From an optimization exercise on the open Yosys and OpenROAD flow, aimed at small area, a short achievable clock period and few clock cycles; shortcuts taken in it are not production practice. Only simulation tests tie the RTL to the original design; equivalence was not proved. Power and IR drop assume default switching activity.

==> run D: inputs <==
==> flow/design.v <==
package cpu_pkg;
    typedef logic [16-1:0] addr_t;
    typedef logic [8-1:0] data_t;
    typedef logic [7:0] instr_t;
    typedef logic [3:0] flags_t;     
    localparam int FLAG_Z = 0;
    localparam int FLAG_C = 1;
    localparam int FLAG_N = 2;
    localparam int FLAG_V = 3;
    typedef enum logic [3:0] {
        ALU_ADD,  ALU_ADC, ALU_SUB, ALU_SBC,
        ALU_AND,  ALU_OR,  ALU_XOR, ALU_PASS,
        ALU_INC,  ALU_DEC, ALU_SHL, ALU_SHR,
        ALU_ROL,  ALU_ROR, ALU_NOT, ALU_CMP
    } alu_op_e;
    typedef enum logic [1:0] {
        ST_FETCH, ST_DECODE, ST_EXEC, ST_WB
    } ctrl_state_e;
    typedef enum logic [1:0] {
        REG_ZA, REG_B, REG_PL, REG_PH
    } reg_sel_e;
    typedef struct packed {
        logic     we_a;
        logic     we_b;
        logic     we_pl;         
        logic     we_ph;
        reg_sel_e src_sel;
        logic     wr_from_mem;   
        logic     we_flags;
    } dp_ctrl_t;
    typedef struct packed {
        logic ip_inc;
        logic swap_p;
        logic addr_dp;           
    } ptr_ctrl_t;
    typedef struct packed {
        addr_t addr;
        data_t data;
    } trace_t;
endpackage
`timescale 1ns/100ps
module cpu_alu (
    input  cpu_pkg::alu_op_e op,
    input  cpu_pkg::data_t   x,
    input  cpu_pkg::data_t   y,
    input  logic    carry_in,
    output cpu_pkg::data_t   result,
    output cpu_pkg::flags_t  flags_out
);
    localparam int W = 8;
    logic [W:0] sum;         
    cpu_pkg::data_t      val;         
    logic       c, v;
    always_comb begin
        sum    = '0;
        val    = '0;
        c      = 1'b0;
        v      = 1'b0;
        result = '0;
        case (op)
            cpu_pkg::ALU_ADD, cpu_pkg::ALU_ADC: begin
                sum = {1'b0, x} + {1'b0, y} + {{W{1'b0}}, carry_in & (op == cpu_pkg::ALU_ADC)};
                c   = sum[W];
                v   = (x[W-1] == y[W-1]) && (sum[W-1] != x[W-1]);
                val = sum[W-1:0];
            end
            cpu_pkg::ALU_SUB, cpu_pkg::ALU_SBC, cpu_pkg::ALU_CMP: begin
                sum = {1'b0, x} - {1'b0, y} - {{W{1'b0}}, carry_in & (op == cpu_pkg::ALU_SBC)};
                c   = sum[W];              
                v   = (x[W-1] != y[W-1]) && (sum[W-1] != x[W-1]);
                val = sum[W-1:0];
            end
            cpu_pkg::ALU_INC: begin
                sum = {1'b0, x} + 1'b1;
                c   = sum[W];
                v   = ~x[W-1] & sum[W-1];
                val = sum[W-1:0];
            end
            cpu_pkg::ALU_DEC: begin
                sum = {1'b0, x} - 1'b1;
                c   = sum[W];
                v   = x[W-1] & ~sum[W-1];
                val = sum[W-1:0];
            end
            cpu_pkg::ALU_AND:  val = x & y;
            cpu_pkg::ALU_OR:   val = x | y;
            cpu_pkg::ALU_XOR:  val = x ^ y;
            cpu_pkg::ALU_PASS: val = y;                  
            cpu_pkg::ALU_NOT:  val = ~x;
            cpu_pkg::ALU_SHL:  begin val = {x[W-2:0], 1'b0};    c = x[W-1]; end
            cpu_pkg::ALU_SHR:  begin val = {1'b0, x[W-1:1]};    c = x[0];   end
            cpu_pkg::ALU_ROL:  begin val = {x[W-2:0], x[W-1]};  c = x[W-1]; end
            cpu_pkg::ALU_ROR:  begin val = {x[0], x[W-1:1]};    c = x[0];   end
            default: ;
        endcase
        result = (op == cpu_pkg::ALU_CMP) ? x : val;    
        flags_out         = '0;
        flags_out[cpu_pkg::FLAG_Z] = val == '0;
        flags_out[cpu_pkg::FLAG_C] = c;
        flags_out[cpu_pkg::FLAG_N] = val[W-1];
        flags_out[cpu_pkg::FLAG_V] = v;
    end
endmodule
`timescale 1ns/100ps
module cpu_memory (
    input  logic       clk,
    input  logic [6:0] ridx_e,      
    input  logic [6:0] ridx_o,      
    input  logic       rodd,        
    input  logic       we,
    input  logic [7:0] waddr,
    input  logic [7:0] wdata,
    output logic [7:0] rdata0,      
    output logic [7:0] rdata1       
);
    logic [7:0] ram_e [128];
    logic [7:0] ram_o [128];
    logic [7:0] de, dq;
    always_ff @(posedge clk) begin
        if (we && !waddr[0])
            ram_e[waddr[7:1]] <= wdata;
        if (we && waddr[0])
            ram_o[waddr[7:1]] <= wdata;
    end
    always_comb begin
        de = 8'h00;
        dq = 8'h00;
        for (int i = 0; i < 128; i++) begin
            de = de | (ram_e[i] & {8{ridx_e == 7'(i)}});
            dq = dq | (ram_o[i] & {8{ridx_o == 7'(i)}});
        end
    end
    assign rdata0 = rodd ? dq : de;
    assign rdata1 = rodd ? de : dq;
endmodule
`timescale 1ns/100ps
module cpu_top (
    input  logic   clk,
    input  logic   rst,
    input  logic   run,
    input  logic   prog_we,
    input  cpu_pkg::addr_t  prog_addr,
    input  cpu_pkg::data_t  prog_data,
    output logic   retire,
    output cpu_pkg::addr_t  retire_ip,
    output logic   store_valid,
    output cpu_pkg::trace_t store_trace
);
    logic        run_q;
    logic        w_en;
    logic [7:0]  w_addr, w_data;
    logic [15:0] ip_f;               
    logic [6:0]  ra_e, ra_o;         
    logic        ra_odd;
    logic        f_ld;               
    logic        e_valid;
    logic [7:0]  e_ir;
    logic [7:0]  e_imm;              
    logic [15:0] e_ip;
    logic        e_st;
    logic        e_take;             
    logic [7:0]  a, b, pl, ph;
    logic [3:0]  flags;              
    logic [7:0] byte0, byte1;
    logic       mem_we;
    logic [7:0] mem_waddr, mem_wdata;
    logic [7:0] st_data;
    cpu_memory u_memory (
        .clk    (clk),
        .ridx_e (ra_e),
        .ridx_o (ra_o),
        .rodd   (ra_odd),
        .we     (mem_we),
        .waddr  (mem_waddr),
        .wdata  (mem_wdata),
        .rdata0 (byte0),
        .rdata1 (byte1)
    );
    assign st_data   = w_data;
    assign mem_we    = w_en;
    assign mem_waddr = w_addr;
    assign mem_wdata = w_data;
    logic       e_alu, e_ld, e_cmp, e_wdp;
    logic [1:0] e_rr, e_dst;
    logic [7:0] sel_val, alu_x, alu_y, alu_res, wr_data;
    logic [3:0] alu_flags;
    logic       e_wr;
    logic [7:0] pl_fwd, ph_fwd;
    assign e_alu = e_valid & ~e_ir[7];
    assign e_ld  = e_valid & e_ir[7] & ~e_ir[6] & ~e_ir[4];    
    assign e_cmp = e_ir[6:3] == 4'hf;
    assign e_rr  = e_ir[1:0];
    always_comb begin
        case (e_rr)
            2'd1:    sel_val = b;
            2'd2:    sel_val = pl;
            2'd3:    sel_val = ph;
            default: sel_val = 8'h00;
        endcase
    end
    assign alu_x = e_ir[2] ? sel_val : a;
    assign alu_y = e_ir[2] ? a : sel_val;
    cpu_alu u_alu (
        .op        (cpu_pkg::alu_op_e'(e_ir[6:3])),
        .x         (alu_x),
        .y         (alu_y),
        .carry_in  (flags[cpu_pkg::FLAG_C]),
        .result    (alu_res),
        .flags_out (alu_flags)
    );
    assign e_dst   = e_alu ? (e_ir[2] ? e_rr : 2'd0) : e_rr;
    assign e_wr    = (e_alu & ~e_cmp) | e_ld;
    assign wr_data = e_ld ? e_imm : alu_res;
    assign e_wdp   = e_alu & ~e_cmp & e_ir[2] & e_ir[1];      
    logic [7:0] a_nx, b_nx;
    assign a_nx    = (e_wr && e_dst == 2'd0) ? wr_data : a;
    assign b_nx    = (e_wr && e_dst == 2'd1) ? wr_data : b;
    logic [7:0] pl_nx;               
    assign pl_nx   = e_take ? e_ip[7:0] : (e_wr && e_dst == 2'd2) ? wr_data : pl;
    logic [7:0] ph_nx;
    assign ph_nx   = e_take ? e_ip[15:8] : (e_wr && e_dst == 2'd3) ? wr_data : ph;
    assign pl_fwd  = e_take ? e_ip[7:0]  : (e_ld && e_rr == 2'd2) ? e_imm : pl;
    assign ph_fwd  = e_take ? e_ip[15:8] : (e_ld && e_rr == 2'd3) ? e_imm : ph;
    logic        f_ok;
    logic        is_ld, is_ldi, is_st, is_jmp;
    logic [7:0]  tk;
    logic        j_dp, j_hold, j_p1;
    logic        s_hold, s_dp, s_p1, s_p2, s_jdp;
    logic [15:0] ip_p1, ip_p2, ip_nx;
    logic [6:0]  p1_e, p2_e, dp_e, hold_e;
    logic [6:0]  ra_e_nx, ra_o_nx;
    logic        ra_odd_nx;
    assign ip_p1  = ip_f + 16'd1;
    assign ip_p2  = ip_f + 16'd2;
    assign f_ok   = run_q & ~f_ld
                  & ~(e_st & ((pl == ip_f[7:0]) | (pl == ip_p1[7:0])));
    assign is_ld  = byte0[7:4] == 4'b1000;
    assign is_ldi = byte0[7:4] == 4'b1010;
    assign is_st  = byte0[7:4] == 4'b1011;
    assign is_jmp = byte0[7] & byte0[6];
    always_comb
        for (int k = 0; k < 8; k++)
            tk[k] = k[2] ^ flags[k[1:0]];
    assign j_dp   = byte0[3] ? ~e_wdp : (~e_alu & tk[byte0[2:0]]);
    assign j_hold = byte0[3] ?  e_wdp :   e_alu;
    assign j_p1   = ~byte0[3] & ~e_alu & ~tk[byte0[2:0]];
    assign s_hold = ~f_ok | (is_jmp & j_hold) | (is_ld & e_wdp);
    assign s_jdp  = f_ok & is_jmp & j_dp;
    assign s_dp   = s_jdp | (f_ok & is_ld & ~e_wdp);
    assign s_p2   = f_ok & is_ldi;
    assign s_p1   = f_ok & ((is_jmp & j_p1) | ~(is_jmp | is_ld | is_ldi));
    assign p1_e   = ip_p1[7:1] + {6'd0, ip_p1[0]};
    assign p2_e   = ip_p2[7:1] + {6'd0, ip_p2[0]};
    assign dp_e   = pl_fwd[7:1] + {6'd0, pl_fwd[0]};
    assign hold_e = ip_f[7:1] + {6'd0, ip_f[0]};
    assign ip_nx     = ({16{s_hold}} & ip_f)
                     | ({16{s_jdp}} & {ph_fwd, pl_fwd})
                     | ({16{s_p1 | (s_dp & ~s_jdp)}} & ip_p1)
                     | ({16{s_p2}} & ip_p2);
    assign ra_o_nx   = ({7{s_hold}} & ip_f[7:1]) | ({7{s_dp}} & pl_fwd[7:1])
                     | ({7{s_p1}} & ip_p1[7:1]) | ({7{s_p2}} & ip_p2[7:1]);
    assign ra_e_nx   = ({7{s_hold}} & hold_e) | ({7{s_dp}} & dp_e)
                     | ({7{s_p1}} & p1_e) | ({7{s_p2}} & p2_e);
    assign ra_odd_nx = (s_hold & ip_f[0]) | (s_dp & pl_fwd[0])
                     | (s_p1 & ip_p1[0]) | (s_p2 & ip_p2[0]);
    always_ff @(posedge clk or negedge rst) begin
        if (!rst) begin
            run_q   <= 1'b0;
            w_en    <= 1'b0;
            ip_f    <= '0;
            ra_e    <= '0;
            ra_o    <= '0;
            ra_odd  <= 1'b0;
            f_ld    <= 1'b0;
            e_valid <= 1'b0;
            e_st    <= 1'b0;
            e_take  <= 1'b0;
            a       <= '0;
            b       <= '0;
            pl      <= '0;
            ph      <= '0;
            flags   <= '0;
        end else begin
            run_q   <= run;
            w_en    <= (prog_we & ~run & ~run_q) | (s_p1 & is_st);
            a <= a_nx;
            b <= b_nx;
            pl <= pl_nx;
            ph <= ph_nx;
            if (e_alu) flags <= alu_flags;
            e_valid <= s_p1 | s_p2 | s_jdp | f_ld;
            e_st    <= s_p1 & is_st;
            e_take  <= s_jdp;
            f_ld    <= s_dp & ~s_jdp;
            ip_f    <= ip_nx;
            ra_o    <= ra_o_nx;
            ra_e    <= ra_e_nx;
            ra_odd  <= ra_odd_nx;
        end
    end
    always_ff @(posedge clk) begin
        if (!run_q) begin
            w_addr <= prog_addr[7:0];
            w_data <= prog_data;
        end else begin
            w_addr <= pl_nx;                           
            w_data <= byte0[0] ? b_nx : a_nx;          
        end
        e_imm   <= f_ld ? byte0 : byte1;
        if (!f_ld) begin
            e_ir <= byte0;
            e_ip <= ip_f;
        end
    end
    assign retire            = e_valid;
    assign retire_ip         = e_ip;
    assign store_valid       = e_st;
    assign store_trace.addr  = {ph, pl};
    assign store_trace.data  = st_data;
endmodule
==> flow/flow/run.sh <==
#!/bin/bash
# The standard synthesis, then the standard layout with timing repair
# aiming for more setup slack than the constraint asks for (the constraint
# itself is unchanged).
set -euo pipefail
bash standard.sh synth > synth.log 2>&1
bash standard.sh SETUP_SLACK_MARGIN=8.2 finish > layout.log 2>&1
==> flow/standard.sh <==
#!/bin/bash
# synth_recipe.tcl (not shown) runs the flow's synth.tcl, then flattens the netlist and writes it again
# the make line also repeats each setting of config.mk as NAME=value (left out here)
make -C /OpenROAD-flow-scripts/flow DESIGN_CONFIG=/design/flow/config.mk WORK_HOME=/design/flow/orfs CLKGATE_MAP_FILE= SYNTH_SCRIPT=/design/flow/synth_recipe.tcl "${@:-finish}"
==> flow/config.mk <==
export PLATFORM = sky130hd
export DESIGN_NAME = cpu_top
export DESIGN_NICKNAME = cpu_top
export VERILOG_FILES = /design/flow/design.v
export SDC_FILE = /design/flow/constraint.sdc
export NUM_CORES = 4
export LEC_CHECK = 0
export ABC_AREA = 1
export CAP_MARGIN = 20
export CORE_MARGIN = 2
export CORE_UTILIZATION = 55
export CTS_CLUSTER_DIAMETER = 80
export CTS_CLUSTER_SIZE = 25
export SLEW_MARGIN = 20
export TNS_END_PERCENT = 10
==> flow/constraint.sdc <==
create_clock -name core_clock -period 12.0 [get_ports {clk}]
set_input_delay 2.4000 -clock core_clock [delete_from_list [all_inputs] [get_ports {clk}]]
set_output_delay 2.4000 -clock core_clock [all_outputs]
set_load 0.01 [all_outputs]
==> inputs of run R, as changes to run D <==
--- a/flow/design.v
+++ b/flow/design.v
@@ -50,49 +50,56 @@
     localparam int W = 8;
-    logic [W:0] sum;         
-    cpu_pkg::data_t      val;         
-    logic       c, v;
+    logic         is_add, is_sub, is_inc, is_dec, arith, borrow;
+    logic [W-1:0] bop;
+    logic         cin;
+    logic [W:0]   sum;
+    cpu_pkg::data_t val;
+    logic         c, v;
+    assign is_add = (op == cpu_pkg::ALU_ADD) | (op == cpu_pkg::ALU_ADC);
+    assign is_sub = (op == cpu_pkg::ALU_SUB) | (op == cpu_pkg::ALU_SBC) | (op == cpu_pkg::ALU_CMP);
+    assign is_inc = op == cpu_pkg::ALU_INC;
+    assign is_dec = op == cpu_pkg::ALU_DEC;
+    assign arith  = is_add | is_sub | is_inc | is_dec;
+    assign borrow = is_sub | is_dec;
     always_comb begin
-        sum    = '0;
-        val    = '0;
-        c      = 1'b0;
-        v      = 1'b0;
-        result = '0;
-        case (op)
-            cpu_pkg::ALU_ADD, cpu_pkg::ALU_ADC: begin
-                sum = {1'b0, x} + {1'b0, y} + {{W{1'b0}}, carry_in & (op == cpu_pkg::ALU_ADC)};
-                c   = sum[W];
-                v   = (x[W-1] == y[W-1]) && (sum[W-1] != x[W-1]);
-                val = sum[W-1:0];
-            end
-            cpu_pkg::ALU_SUB, cpu_pkg::ALU_SBC, cpu_pkg::ALU_CMP: begin
-                sum = {1'b0, x} - {1'b0, y} - {{W{1'b0}}, carry_in & (op == cpu_pkg::ALU_SBC)};
-                c   = sum[W];              
-                v   = (x[W-1] != y[W-1]) && (sum[W-1] != x[W-1]);
-                val = sum[W-1:0];
-            end
-            cpu_pkg::ALU_INC: begin
-                sum = {1'b0, x} + 1'b1;
-                c   = sum[W];
-                v   = ~x[W-1] & sum[W-1];
-                val = sum[W-1:0];
-            end
-            cpu_pkg::ALU_DEC: begin
-                sum = {1'b0, x} - 1'b1;
-                c   = sum[W];
-                v   = x[W-1] & ~sum[W-1];
-                val = sum[W-1:0];
-            end
-            cpu_pkg::ALU_AND:  val = x & y;
-            cpu_pkg::ALU_OR:   val = x | y;
-            cpu_pkg::ALU_XOR:  val = x ^ y;
-            cpu_pkg::ALU_PASS: val = y;                  
-            cpu_pkg::ALU_NOT:  val = ~x;
-            cpu_pkg::ALU_SHL:  begin val = {x[W-2:0], 1'b0};    c = x[W-1]; end
-            cpu_pkg::ALU_SHR:  begin val = {1'b0, x[W-1:1]};    c = x[0];   end
-            cpu_pkg::ALU_ROL:  begin val = {x[W-2:0], x[W-1]};  c = x[W-1]; end
-            cpu_pkg::ALU_ROR:  begin val = {x[0], x[W-1:1]};    c = x[0];   end
-            default: ;
-        endcase
-        result = (op == cpu_pkg::ALU_CMP) ? x : val;    
-        flags_out         = '0;
+        bop = '0;
+        cin = 1'b0;
+        if (is_add) begin
+            bop = y;
+            cin = carry_in & (op == cpu_pkg::ALU_ADC);
+        end else if (is_sub) begin
+            bop = ~y;
+            cin = ~(carry_in & (op == cpu_pkg::ALU_SBC));
+        end else if (is_inc) begin
+            cin = 1'b1;
+        end else if (is_dec) begin
+            bop = '1;
+        end
+    end
+    assign sum = {1'b0, x} + {1'b0, bop} + {{W{1'b0}}, cin};
+    always_comb begin
+        val = '0;
+        c   = 1'b0;
+        v   = 1'b0;
+        if (arith) begin
+            val = sum[W-1:0];
+            c   = sum[W] ^ borrow;
+            v   = (x[W-1] == bop[W-1]) && (sum[W-1] != x[W-1]);
+        end else begin
+            case (op)
+                cpu_pkg::ALU_AND:  val = x & y;
+                cpu_pkg::ALU_OR:   val = x | y;
+                cpu_pkg::ALU_XOR:  val = x ^ y;
+                cpu_pkg::ALU_PASS: val = y;                  
+                cpu_pkg::ALU_NOT:  val = ~x;
+                cpu_pkg::ALU_SHL:  begin val = {x[W-2:0], 1'b0};    c = x[W-1]; end
+                cpu_pkg::ALU_SHR:  begin val = {1'b0, x[W-1:1]};    c = x[0];   end
+                cpu_pkg::ALU_ROL:  begin val = {x[W-2:0], x[W-1]};  c = x[W-1]; end
+                cpu_pkg::ALU_ROR:  begin val = {x[0], x[W-1:1]};    c = x[0];   end
+                default: ;
+            endcase
+        end
+    end
+    assign result = (op == cpu_pkg::ALU_CMP) ? x : val;    
+    always_comb begin
+        flags_out                  = '0;
         flags_out[cpu_pkg::FLAG_Z] = val == '0;
@@ -104,2 +111,14 @@
 `timescale 1ns/100ps
+module cpu_rdmux (
+    input  logic [127:0]  sel,
+    input  logic [1023:0] rows,      
+    output logic [7:0]    q
+);
+    always_comb begin
+        q = 8'h00;
+        for (int i = 0; i < 128; i++)
+            q = q | (rows[8*i +: 8] & {8{sel[i]}});
+    end
+endmodule
+`timescale 1ns/100ps
 module cpu_memory (
@@ -124,10 +143,14 @@
     end
+    logic [127:0]  sel_e, sel_o;
+    logic [1023:0] rows_e, rows_o;
     always_comb begin
-        de = 8'h00;
-        dq = 8'h00;
         for (int i = 0; i < 128; i++) begin
-            de = de | (ram_e[i] & {8{ridx_e == 7'(i)}});
-            dq = dq | (ram_o[i] & {8{ridx_o == 7'(i)}});
+            sel_e[i]          = ridx_e == 7'(i);
+            sel_o[i]          = ridx_o == 7'(i);
+            rows_e[8*i +: 8]  = ram_e[i];
+            rows_o[8*i +: 8]  = ram_o[i];
         end
     end
+    cpu_rdmux u_rd_e (.sel(sel_e), .rows(rows_e), .q(de));
+    cpu_rdmux u_rd_o (.sel(sel_o), .rows(rows_o), .q(dq));
     assign rdata0 = rodd ? dq : de;
==> flow/flow/run.sh (replaced) <==
#!/bin/bash
# Synthesis: the standard flow's synthesis script (the standard synthesis), with one
# change: ABC maps the read multiplexer module with its speed script (see
# abc_split.tcl). Then the standard layout, with timing repair aiming for
# more setup slack than the constraint asks for (the constraint itself is
# unchanged).
set -euo pipefail
cat flow/abc_split.tcl synth_recipe.tcl > synth_split.tcl
make -C "$FLOW_HOME" DESIGN_CONFIG="$PWD/config.mk" WORK_HOME="$PWD/orfs" \
  CLKGATE_MAP_FILE= SYNTH_SCRIPT="$PWD/synth_split.tcl" synth > synth.log 2>&1
bash standard.sh SETUP_SLACK_MARGIN=8.2 finish > layout.log 2>&1
==> flow/flow/abc_split.tcl (new file) <==
# ABC maps the two bank read multiplexers (module cpu_rdmux, a wide AND-OR)
# with its speed script, which packs them into AND-OR-invert gates; the rest
# of the design keeps the configured (area) script. Only combinational logic
# changes: the registers are those of the standard synthesis.
proc abc {args} {
  set i [lsearch -exact $args -script]
  set fast [lreplace $args [expr {$i + 1}] [expr {$i + 1}] $::env(SCRIPTS_DIR)/abc_speed.script]
  yosys abc {*}$args cpu_rdmux %n
  yosys abc {*}$fast cpu_rdmux
}
SYNTH_HIERARCHICAL = 1   (was not set)
==> comparison table <==
Outcome: run R no timing/DRC/antenna violations; run D no timing/DRC/antenna violations
Worst VDD drop: run R 0.244 mV; run D 0.702 mV
Share of Yosys cell area claimed by the top area cell type: run R 0.732; run D 0.699
Number of nets produced by synthesis: run R 5809; run D 8090
Share of post-route cells with drive strength above 1: run R 0.184; run D 0.173
Drt first-iter violations: run R 6534; run D 13400
Standby leakage power: run R 30.9 nW; run D 39.7 nW
Biggest cell delay along the critical path: run R 550 ps; run D 510 ps
Vias after detailed routing: run R 52100; run D 69900
Wire length on met3: run R 23.2 mm; run D 63.3 mm
Non-clock buffer total of the final layout: run R 325; run D 716
Internal power summed over all cells: run R 13.3 mW; run D 13.8 mW
Length of routed wiring on met1: run R 98.5 mm; run D 132 mm
Placer congestion estimate: run R 0.938; run D 1.07
Detailed placer's ending HPWL: run R 161 mm; run D 276 mm
Placed cell area: run R 87200 um2; run D 95200 um2
Die footprint: run R 158000 um2; run D 165000 um2
P_seq: run R 9.85 mW; run D 9.93 mW
Most common cell after layout, fill and taps aside: run R edfxtp_1; run D nand2_1
Post-synthesis instance total: run R 5748; run D 8017
Combinational Power: run R 6.58 mW; run D 7.79 mW
Vertical die dimension: run R 397 um; run D 406 um
Vias per cell: run R 6.56; run D 6.35
Testbench counts of run D, summed over its fixed seeds: cycles 24,631.
Testbench counts of run R, summed over its fixed seeds: cycles 24,631.

-- afterwards: timing with drivers on the ports --
Ports are ideal in the flow. The routed layouts listed here were re-timed in OpenROAD.
Step 1, drivers: a clkbuf_16 drives clk and a buf_2 each remaining input, both assumed.
Step 2 adds t to the input delays and takes it off the output delays; t is the mean of the earliest and latest rising clock arrival at the registers after step 1. Input paths then give back, and output paths get back, about the clock's delay inside the block.
Three values: ideal ports, drivers, drivers and shift; two values: the first two.
| run | t (ns) | setup slack, ns | hold WS [ns] | slew at the worst register clock pin (ns) | worst data-port slew with drivers (ns) |
|---|---|---|---|---|---|
| run D | 0.898 | 7.872 / 7.872 / 7.872 | 0.511 / 0.511 / 0.511 | 0.11 / 0.11 | 0.04 |
| run R | 0.844 | 7.522 / 7.522 / 7.522 | 0.507 / 0.507 / 0.507 | 0.10 / 0.10 | 0.05 |
After both steps setup and hold are still met in every run listed.
